This is an optimization exercise on Yosys and OpenROAD, whose aim is small area and a short achievable clock period, not a production implementation.
At most, simulation tests tie the RTL to the original design; equivalence was not proved.
Power figures rest on the tool's default switching activity, not on a simulated workload.

## ex_stage
module ex_stage (
	input  logic        clk,
	input  logic        arst_n_i,
	input  logic [306:0] ex_in_flat_i,  
	input  logic [31:0] mem_rdata_i,
	input  logic        irq_i,
	input  logic [31:0] irq_addr_i,
	output logic [97:0] mem_flat_o,    
	output logic [82:0] wb_flat_o,     
	output logic [32:0] jump_flat_o    
);
Size in the first run: roughly 120 flip-flops, ~590 I/O pins, about 0.015 sq mm of cells after synthesis.
clock: 5.0 ns
lec_check: 0
cap_margin: 20
core_margin: 2
core_utilization: 40
setup_slack_margin: 1.7
slew_margin: 20
standard.sh (not shown) runs the stock make flow with config.mk's settings and CLKGATE_MAP_FILE= SYNTH_SCRIPT=/design/flow/synth_recipe.tcl, a recipe that flattens the netlist after the stock synthesis.
==> flow/flow/run.sh <==
#!/bin/bash
set -e
rm -rf scripts_mod
cp -r "$FLOW_HOME/scripts" scripts_mod
printf 'strash\ndch\nmap -a\ntopo\nstime -c\nbuffer -c\nupsize -c\ndnsize -c\n' > scripts_mod/abc_area.script
export BUFFER_PORTS_ARGS="-buffer_cell sky130_fd_sc_hd__buf_1"
bash standard.sh SCRIPTS_DIR="$PWD/scripts_mod" ABC_AREA=1 ABC_CLOCK_PERIOD_IN_PS=3000 ADDER_MAP_FILE= finish > standard.log 2>&1
==> next run, changes <==
==> flow/flow/run.sh (replaced) <==
#!/bin/bash
set -e
rm -rf scripts_mod
cp -r "$FLOW_HOME/scripts" scripts_mod
printf 'strash\ndch\nmap -D 1800\ntopo\nstime -c\nbuffer -c\nupsize -c\ndnsize -c\n' > scripts_mod/abc_area.script
export BUFFER_PORTS_ARGS="-buffer_cell sky130_fd_sc_hd__buf_1"
bash standard.sh SCRIPTS_DIR="$PWD/scripts_mod" ABC_AREA=1 ABC_CLOCK_PERIOD_IN_PS=1800 ADDER_MAP_FILE= finish > standard.log 2>&1
Settings changed: CORE_UTILIZATION 40 to 50, SETUP_SLACK_MARGIN 1.7 to 1.5.
- The new run passed the timing, DRC and antenna checks
- cell area came out lower by 8.5%
- worst setup slack gets better by 0.072 ns
- count of clock-buffer cells in the layout stays the same
==> next run, changes <==
Settings changed: CORE_UTILIZATION 50 to 40.
Final area is about the same. Non-clock buffer count does not change. Count of clock-buffer cells in the layout is unchanged. Setup slack loses 0.015 ns. Hold slack loses 0.057 ns. Via count is lower by 3.2%. Sequential power hardly moves. Fmax is lower by 0.43%. Sequential share of layout area is about the same.
==> next run, changes <==
==> flow/flow/run.sh (replaced) <==
#!/bin/bash
set -e
rm -rf scripts_mod
cp -r "$FLOW_HOME/scripts" scripts_mod
printf 'strash\ndch\nmap -a\ntopo\nstime -c\nbuffer -c\nupsize -c\ndnsize -c\n' > scripts_mod/abc_area.script
export BUFFER_PORTS_ARGS="-buffer_cell sky130_fd_sc_hd__buf_1"
bash standard.sh SCRIPTS_DIR="$PWD/scripts_mod" ABC_AREA=1 ABC_CLOCK_PERIOD_IN_PS=3000 ADDER_MAP_FILE= RECOVER_POWER=100 finish > standard.log 2>&1
Effect: With this change the flow completed and failed the layout checks on capacitance limit, slew limit. Synthesized area falls slightly. Final area rises slightly. Combinational power rises by a few percent. Worst setup slack gets worse by 0.60 ns. Via count barely changes. Flip-flop and latch count does not change.

the reference run:
Another version of the RTL of ex_stage (not shown whole).
For scale: about 2500 cells after synthesis, about 180 flip-flops, ~590 I/O pins, ~16000 um2 of cells after synthesis.
// ex_stage
module ex_stage (
	input  logic        clk,
	input  logic        arst_n_i,
	input  logic [306:0] ex_in_flat_i,  
	input  logic [31:0] mem_rdata_i,
	input  logic        irq_i,
	input  logic [31:0] irq_addr_i,
	output logic [97:0] mem_flat_o,    
	output logic [82:0] wb_flat_o,     
	output logic [32:0] jump_flat_o    
);
	logic [31:0] inst, op1, op2, opj1, opj2, rs1, rs2, csrd;
	logic        rwe, cwe;
	logic [4:0]  rwa;
	logic [11:0] cwa;
	assign inst = ex_in_flat_i[306:275];
	assign op1  = ex_in_flat_i[242:211];
	assign op2  = ex_in_flat_i[210:179];
	assign opj1 = ex_in_flat_i[178:147];
	assign opj2 = ex_in_flat_i[146:115];
	assign rs1  = ex_in_flat_i[114:83];
	assign rs2  = ex_in_flat_i[82:51];
	assign rwe  = ex_in_flat_i[50];
	assign rwa  = ex_in_flat_i[49:45];
	assign cwe  = ex_in_flat_i[44];
	assign cwa  = ex_in_flat_i[43:32];
	assign csrd = ex_in_flat_i[31:0];
	logic [6:0] opc;
	logic [2:0] f3;
	assign opc = inst[6:0];
	assign f3  = inst[14:12];
	logic is_op_any, is_link, is_lui, is_load, is_store, is_branch, is_jump, is_system;
	assign is_op_any = (opc == ex_pkg::OPC_OP) || (opc == ex_pkg::OPC_OP_IMM);
	assign is_link   = (opc == ex_pkg::OPC_JAL) || (opc == ex_pkg::OPC_JALR) || (opc == ex_pkg::OPC_AUIPC);
	assign is_lui    = opc == ex_pkg::OPC_LUI;
	assign is_load   = opc == ex_pkg::OPC_LOAD;
	assign is_store  = opc == ex_pkg::OPC_STORE;
	assign is_branch = opc == ex_pkg::OPC_BRANCH;
	assign is_jump   = (opc == ex_pkg::OPC_JAL) || (opc == ex_pkg::OPC_JALR);
	assign is_system = opc == ex_pkg::OPC_SYSTEM;
	logic ld_ok, st_ok, csr_ok;
	assign ld_ok  = !(f3 == 3'd3 || f3 == 3'd6 || f3 == 3'd7);
	assign st_ok  = !f3[2] && !(f3[1] && f3[0]);
	assign csr_ok = f3[1:0] != 2'd0;
	localparam int ARCH_ALU = 1;
	localparam int ARCH_AT  = 1;
  ...
==> flow/config.mk <==
export PLATFORM = sky130hd
export DESIGN_NAME = ex_stage
export DESIGN_NICKNAME = ex_stage
export VERILOG_FILES = /design/flow/design.v
export SDC_FILE = /design/flow/constraint.sdc
export NUM_CORES = 4
export LEC_CHECK = 0
export CAP_MARGIN = 20
export CORE_MARGIN = 2
export CORE_UTILIZATION = 40
export SETUP_SLACK_MARGIN = 2.0
export SLEW_MARGIN = 20
==> flow/constraint.sdc <==
create_clock -name core_clock -period 5.0 [get_ports {clk}]
set_input_delay 1.0000 -clock core_clock [delete_from_list [all_inputs] [get_ports {clk}]]
set_output_delay 1.0000 -clock core_clock [all_outputs]
set_load 0.01 [all_outputs]
==> flow/flow/run.sh <==
#!/bin/bash
set -e
rm -rf scripts_mod
cp -r "$FLOW_HOME/scripts" scripts_mod
printf 'strash\ndch\nmap -a\ntopo\nstime -c\nbuffer -c\nupsize -c\ndnsize -c\n' > scripts_mod/abc_area.script
export BUFFER_PORTS_ARGS="-buffer_cell sky130_fd_sc_hd__buf_1"
bash standard.sh SCRIPTS_DIR="$PWD/scripts_mod" ABC_AREA=1 ABC_CLOCK_PERIOD_IN_PS=3000 ADDER_MAP_FILE= finish > standard.log 2>&1
What the trial run does differently from the reference run at the input level:
- changing SETUP_SLACK_MARGIN from 2.0 to 1.5
Findings:
The trial run | stages: all done | timing, DRC, antenna: all pass
Between the trial run and the reference run, the share of cell area taken by muxes after synthesis figures differ only marginally.
Diff the reference run -> the trial run: clock group share of total power moved up, proportion of synthesized chip area in sequential cells level, total iterations of the first detailed-routing run moved down.
No run of this note included a check of the RTL's function; only the layout flow was run.

ex_stage, a different RTL version from the one above (not shown whole).
For scale: about 180 flip-flops, roughly 0.019 sq mm of cells after synthesis.
==> flow/config.mk <==
export PLATFORM = sky130hd
export DESIGN_NAME = ex_stage
export DESIGN_NICKNAME = ex_stage
export VERILOG_FILES = /design/flow/design.v
export SDC_FILE = /design/flow/constraint.sdc
export NUM_CORES = 4
export LEC_CHECK = 0
export CAP_MARGIN = 20
export CORE_MARGIN = 2
export CORE_UTILIZATION = 25
export SLEW_MARGIN = 20
==> flow/constraint.sdc <==
create_clock -name core_clock -period 5.0 [get_ports {clk}]
set_input_delay 1.0000 -clock core_clock [delete_from_list [all_inputs] [get_ports {clk}]]
set_output_delay 1.0000 -clock core_clock [all_outputs]
set_load 0.01 [all_outputs]
==> flow/flow/run.sh <==
#!/bin/bash
cp standard.sh standard_sh_copy.txt
export BUFFER_PORTS_ARGS="-buffer_cell sky130_fd_sc_hd__buf_1"
bash standard.sh > standard.log 2>&1
Rerun with:
==> flow/run.sh (new file) <==
#!/bin/bash
# synth_recipe.tcl (not shown) runs the flow's synth.tcl, then flattens the netlist and writes it again
# the make line also repeats each setting of config.mk as NAME=value (left out here)
make -C /OpenROAD-flow-scripts/flow DESIGN_CONFIG=/design/flow/config.mk WORK_HOME=/design/flow/orfs CLKGATE_MAP_FILE= SYNTH_SCRIPT=/design/flow/synth_recipe.tcl finish
removed: flow/flow/run.sh
removed: flow/standard.sh
- worst setup slack gets better by 0.052 ns
- final cell count goes up by about 2%
- worst hold slack gets worse by 0.082 ns
- wire length goes up by 1.6%
- global-route usage goes up by 0.57 points
- sequential power is about the same
- final area goes up by about 18%
- core utilization goes up by 5.5 points
- non-clock buffer count goes up by 80
No run of this note included a check of the RTL's function; only the layout flow was run.

Setup of build 29:
ex_stage with an RTL version that a note above also has.
Size in the first run: ~120 flip-flops, about 590 I/O pins.
export LEC_CHECK = 0
export CAP_MARGIN = 20
export CORE_MARGIN = 2
export CORE_UTILIZATION = 40
export SETUP_SLACK_MARGIN = 1.5
export SLEW_MARGIN = 20
create_clock -name core_clock -period 5.0 [get_ports {clk}]
==> flow/flow/run.sh <==
#!/bin/bash
set -e
rm -rf scripts_mod
cp -r "$FLOW_HOME/scripts" scripts_mod
printf 'strash\ndch\nmap -D 2100\ntopo\nstime -c\nbuffer -c\nupsize -c\ndnsize -c\n' > scripts_mod/abc_area.script
export BUFFER_PORTS_ARGS="-buffer_cell sky130_fd_sc_hd__buf_1"
bash standard.sh SCRIPTS_DIR="$PWD/scripts_mod" ABC_AREA=1 ABC_CLOCK_PERIOD_IN_PS=2100 ADDER_MAP_FILE= finish > standard.log 2>&1
Relative to build 29, the following input files were edited for build 14:
Settings: changing CORE_UTILIZATION from 40 to 55.
==> flow/flow/run.sh <==
#!/bin/bash
set -e
rm -rf scripts_mod
cp -r "$FLOW_HOME/scripts" scripts_mod
printf 'strash\ndch\nmap -a\ntopo\nstime -c\nbuffer -c\nupsize -c\ndnsize -c\n' > scripts_mod/abc_area.script
export BUFFER_PORTS_ARGS="-buffer_cell sky130_fd_sc_hd__buf_1"
bash standard.sh SCRIPTS_DIR="$PWD/scripts_mod" ABC_AREA=1 ABC_CLOCK_PERIOD_IN_PS=3000 ADDER_MAP_FILE= finish > standard.log 2>&1
## What came out
- Having completed the whole flow, build 14 delivered a layout that passed the timing, DRC and antenna checks.
- Of build 14 and build 29, it is build 14 that has the higher total power.
- [compare] base=build 29 new=build 14: design area lost 2.2%; setup slack lost 0.020 ns; floorplan die height lost 29 microns.
- Routed length on met1: build 14 < build 29
- In the reports for build 29 and build 14, the larger wire length belongs to build 29.
- Looking at worst min-delay path class, the input port to async pin result is from build 14; the input port to register one comes from build 29.
- Taking build 29 as the reference, in build 14 worst hold margin shows a reduction of 0.031 ns; worst slack at placement increased 0.12 ns.
Inputs modified between build 14 and build 20:
Settings: CORE_UTILIZATION: 55 -> 40; GPL_TIMING_DRIVEN: unset -> 0.
Notes after the runs:
- Of build 14 and build 20, build 14 shows the higher part of the total power dissipated in the clock network, with build 20 below it.
- Total power: build 20 above build 14
- Between build 14 and build 20, the difference in part of the cycle the worst path needs is negligible.
- In build 20 relative to build 14, combinational cell power had gone up by a little under 10%.
- The cell at the slowest stage of the critical path comes out sky130_fd_sc_hd__a221oi_2 in one run and sky130_fd_sc_hd__a211oi_2 in the other, namely in build 14 and build 20 respectively.
- Build 20 against build 14: synthesis-to-finish area growth now larger, number of diodes went up by 1, part of the power in combinational logic higher, first-pass GRT wire length up 12 mm.
What build 23 does differently from build 20 at the input level:
Settings: removing GPL_TIMING_DRIVEN (formerly 0); setting CTS_CLUSTER_SIZE to 40 for the first time.
--- outcome ---
Total power went down by a few percent going from build 20 to build 23. Re measured slew at the worst slew-check pin: build 20 was lower than build 23. Combinational-cell power consumption, build 23 and build 20: lower on build 23. Build 23 ends up with lower critical path depth than build 20 does. Compared to build 20, build 23 has share of total power consumed by net switching 0.18 points higher. Cell area | build 23 vs build 20 | build 23 smaller. Re diode insertion count for antenna repair: build 20 was higher than build 23. Build 23 finished every stage and its layout cleared the timing, DRC and antenna checks. Compare build 23 and build 20 | area overhead of the layout relative to synthesis lower: build 23. Compared with build 20, the detailed router inserted fewer vias in build 23.

red:
ex_stage, a different RTL version from the one above (not shown whole).
Size in the first run: about 2700 cells after synthesis, about 180 flip-flops, about 0.016 mm2 of cells after synthesis.
// ex_stage
module ex_stage (
	input  logic        clk,
	input  logic        arst_n_i,
	input  logic [306:0] ex_in_flat_i,  
	input  logic [31:0] mem_rdata_i,
	input  logic        irq_i,
	input  logic [31:0] irq_addr_i,
	output logic [97:0] mem_flat_o,    
	output logic [82:0] wb_flat_o,     
	output logic [32:0] jump_flat_o    
);
Settings: LEC_CHECK=0, CAP_MARGIN=20, CORE_MARGIN=2, CORE_UTILIZATION=40, SETUP_SLACK_MARGIN=1.0, SLEW_MARGIN=20; clock period 5.0 ns.
==> flow/flow/run.sh <==
#!/bin/bash
set -e
rm -rf scripts_mod
cp -r "$FLOW_HOME/scripts" scripts_mod
printf 'strash\ndch\nmap -a\ntopo\nstime -c\nbuffer -c\nupsize -c\ndnsize -c\n' > scripts_mod/abc_area.script
export BUFFER_PORTS_ARGS="-buffer_cell sky130_fd_sc_hd__buf_1"
bash standard.sh SCRIPTS_DIR="$PWD/scripts_mod" ABC_AREA=1 ABC_CLOCK_PERIOD_IN_PS=3000 ADDER_MAP_FILE= finish > standard.log 2>&1
Input changes introduced in blue (baseline for comparison: red):
==> flow/flow/run.sh <==
#!/bin/bash
export BUFFER_PORTS_ARGS="-buffer_cell sky130_fd_sc_hd__buf_1"
bash standard.sh > standard.log 2>&1
### Flow results
In blue, leakage power figure is higher than in red.
Worst setup slack before clock tree synthesis, blue and red, higher one = blue.
Looking at final design utilization, blue sits 0.81 points below red.
Side by side, synthesis-to-finish area growth turned out lower in blue than in red.
Combined area of all synthesized cells, blue vs red: up by more than 10%
The clock-cell share of area in blue sits 0.19 points below the value recorded for red.
Note that the non-clock buffer count recorded for red amounts to 0.944 times the value seen in blue.
When blue is measured against red, its die span in x turns out about 7% higher.
For green, these inputs were changed with respect to blue:
==> flow/flow/run.sh <==
#!/bin/bash
set -e
rm -rf scripts_mod
cp -r "$FLOW_HOME/scripts" scripts_mod
printf 'strash\ndch\nmap -a\ntopo\nstime -c\nbuffer -c\nupsize -c\ndnsize -c\n' > scripts_mod/abc_area.script
export BUFFER_PORTS_ARGS="-buffer_cell sky130_fd_sc_hd__buf_1"
bash standard.sh SCRIPTS_DIR="$PWD/scripts_mod" ABC_AREA=1 ABC_CLOCK_PERIOD_IN_PS=3000 finish > standard.log 2>&1
## What came out
Total cell area at the placement stage in green vs blue: down 0.0019 mm2
Total internal power on green is ahead of blue.
In green relative to blue, cell count had gone up by a few percent.
On green: worst IR drop on VDD is about 27% lower than what blue gave.
Taking blue as the reference point, the detail-routed via count per cell of green falls by 0.50.
diff inputs: green => orange
--- a/flow/flow/run.sh
+++ b/flow/flow/run.sh
@@ -6,2 +6,2 @@
 export BUFFER_PORTS_ARGS="-buffer_cell sky130_fd_sc_hd__buf_1"
-bash standard.sh SCRIPTS_DIR="$PWD/scripts_mod" ABC_AREA=1 ABC_CLOCK_PERIOD_IN_PS=3000 finish > standard.log 2>&1
+bash standard.sh SCRIPTS_DIR="$PWD/scripts_mod" ABC_AREA=1 ABC_CLOCK_PERIOD_IN_PS=3000 ADDER_MAP_FILE= finish > standard.log 2>&1
--- a/flow/config.mk
+++ b/flow/config.mk
@@ -10,3 +10,3 @@
 export CORE_UTILIZATION = 40
-export SETUP_SLACK_MARGIN = 1.0
+export SETUP_SLACK_MARGIN = 1.5
 export SLEW_MARGIN = 20
### Flow results
- Min final non-filler cell total across green and orange: green
- The run showing the smaller power density over the cells is green.
- Lower mux contribution to synthesized area goes to green over orange.
- In the tables for green and orange, cell area reads lower with green.

==> what the ideal ports hide <==
No port has a modelled driver above. Below, the same layouts with a new extraction and two added sets of constraints.
Step 1 (the two cells are an assumption about what drives the block):
set clk [get_ports {clk}]
set_driving_cell -lib_cell sky130_fd_sc_hd__clkbuf_16 $clk
set_driving_cell -lib_cell sky130_fd_sc_hd__buf_2 [delete_from_list [all_inputs] $clk]
Step 2 also shifts input and output timing later by t, the mid clock arrival at the registers, as if the neighbouring blocks saw the same clock.
Three values: ideal, step 1, step 2; two values: the first two.
| run | shift t [ns] | setup WS [ns] | hold WS [ns] | worst setup path at the end | worst register clock-pin slew, ns |
|---|---|---|---|---|---|
| the first run of note 1 | 0.516 | 1.457 / 1.449 / 0.933 | 0.541 / 0.506 / 1.021 | input to register | 0.08 / 0.08 |
| the second run of note 1 | 0.506 | 1.528 / 1.488 / 0.982 | 0.654 / 0.623 / 1.129 | input to register | 0.08 / 0.08 |
| the third run of note 1 | 0.552 | 1.513 / 1.517 / 0.965 | 0.597 / 0.562 / 1.114 | input to register | 0.07 / 0.07 |
| the fourth run of note 1 | 0.516 | 0.913 / 0.873 / 0.357 | 0.631 / 0.600 / 1.117 | input to register | 0.08 / 0.08 |
| the reference run | 0.570 | 1.505 / 1.535 / 0.965 | 0.583 / 0.554 / 1.124 | input to register | 0.09 / 0.09 |
| the trial run | 0.553 | 1.525 / 1.501 / 0.947 | 0.561 / 0.524 / 1.078 | input to register | 0.08 / 0.08 |
| the first run of note 3 | 0.558 | 0.220 / 0.263 / -0.295 | 0.547 / 0.527 / 1.086 | input to register | 0.09 / 0.09 |
| the second run of note 3 | 0.577 | 0.272 / 0.297 / -0.280 | 0.465 / 0.451 / 1.027 | input to register | 0.09 / 0.09 |
| build 29 | 0.540 | 1.452 / 1.480 / 0.940 | 0.610 / 0.581 / 1.121 | input to register | 0.08 / 0.08 |
| build 14 | 0.494 | 1.432 / 1.419 / 0.924 | 0.578 / 0.570 / 1.064 | input to register | 0.09 / 0.09 |
| build 20 | 0.514 | 1.428 / 1.433 / 0.919 | 0.500 / 0.463 / 0.977 | input to register | 0.08 / 0.08 |
| build 23 | 0.516 | 1.494 / 1.494 / 0.978 | 0.552 / 0.516 / 1.032 | input to register | 0.08 / 0.08 |
| red | 0.554 | 1.097 / 1.102 / 0.548 | 0.515 / 0.498 / 1.052 | input to register | 0.09 / 0.09 |
| blue | 0.567 | 1.029 / 1.057 / 0.490 | 0.457 / 0.426 / 0.993 | input to register | 0.11 / 0.11 |
| green | 0.566 | 1.108 / 1.136 / 0.570 | 0.526 / 0.490 / 1.055 | input to register | 0.09 / 0.09 |
| orange | 0.530 | 1.466 / 1.430 / 0.900 | 0.561 / 0.528 / 1.058 | input to register | 0.10 / 0.10 |
Met with ideal ports but missed after step 2: setup timing in the first run of note 3 and the second run of note 3. For the trial run, which loses most, drivers alone change the setup slack by -0.024 ns; drivers and shift together by -0.578 ns.
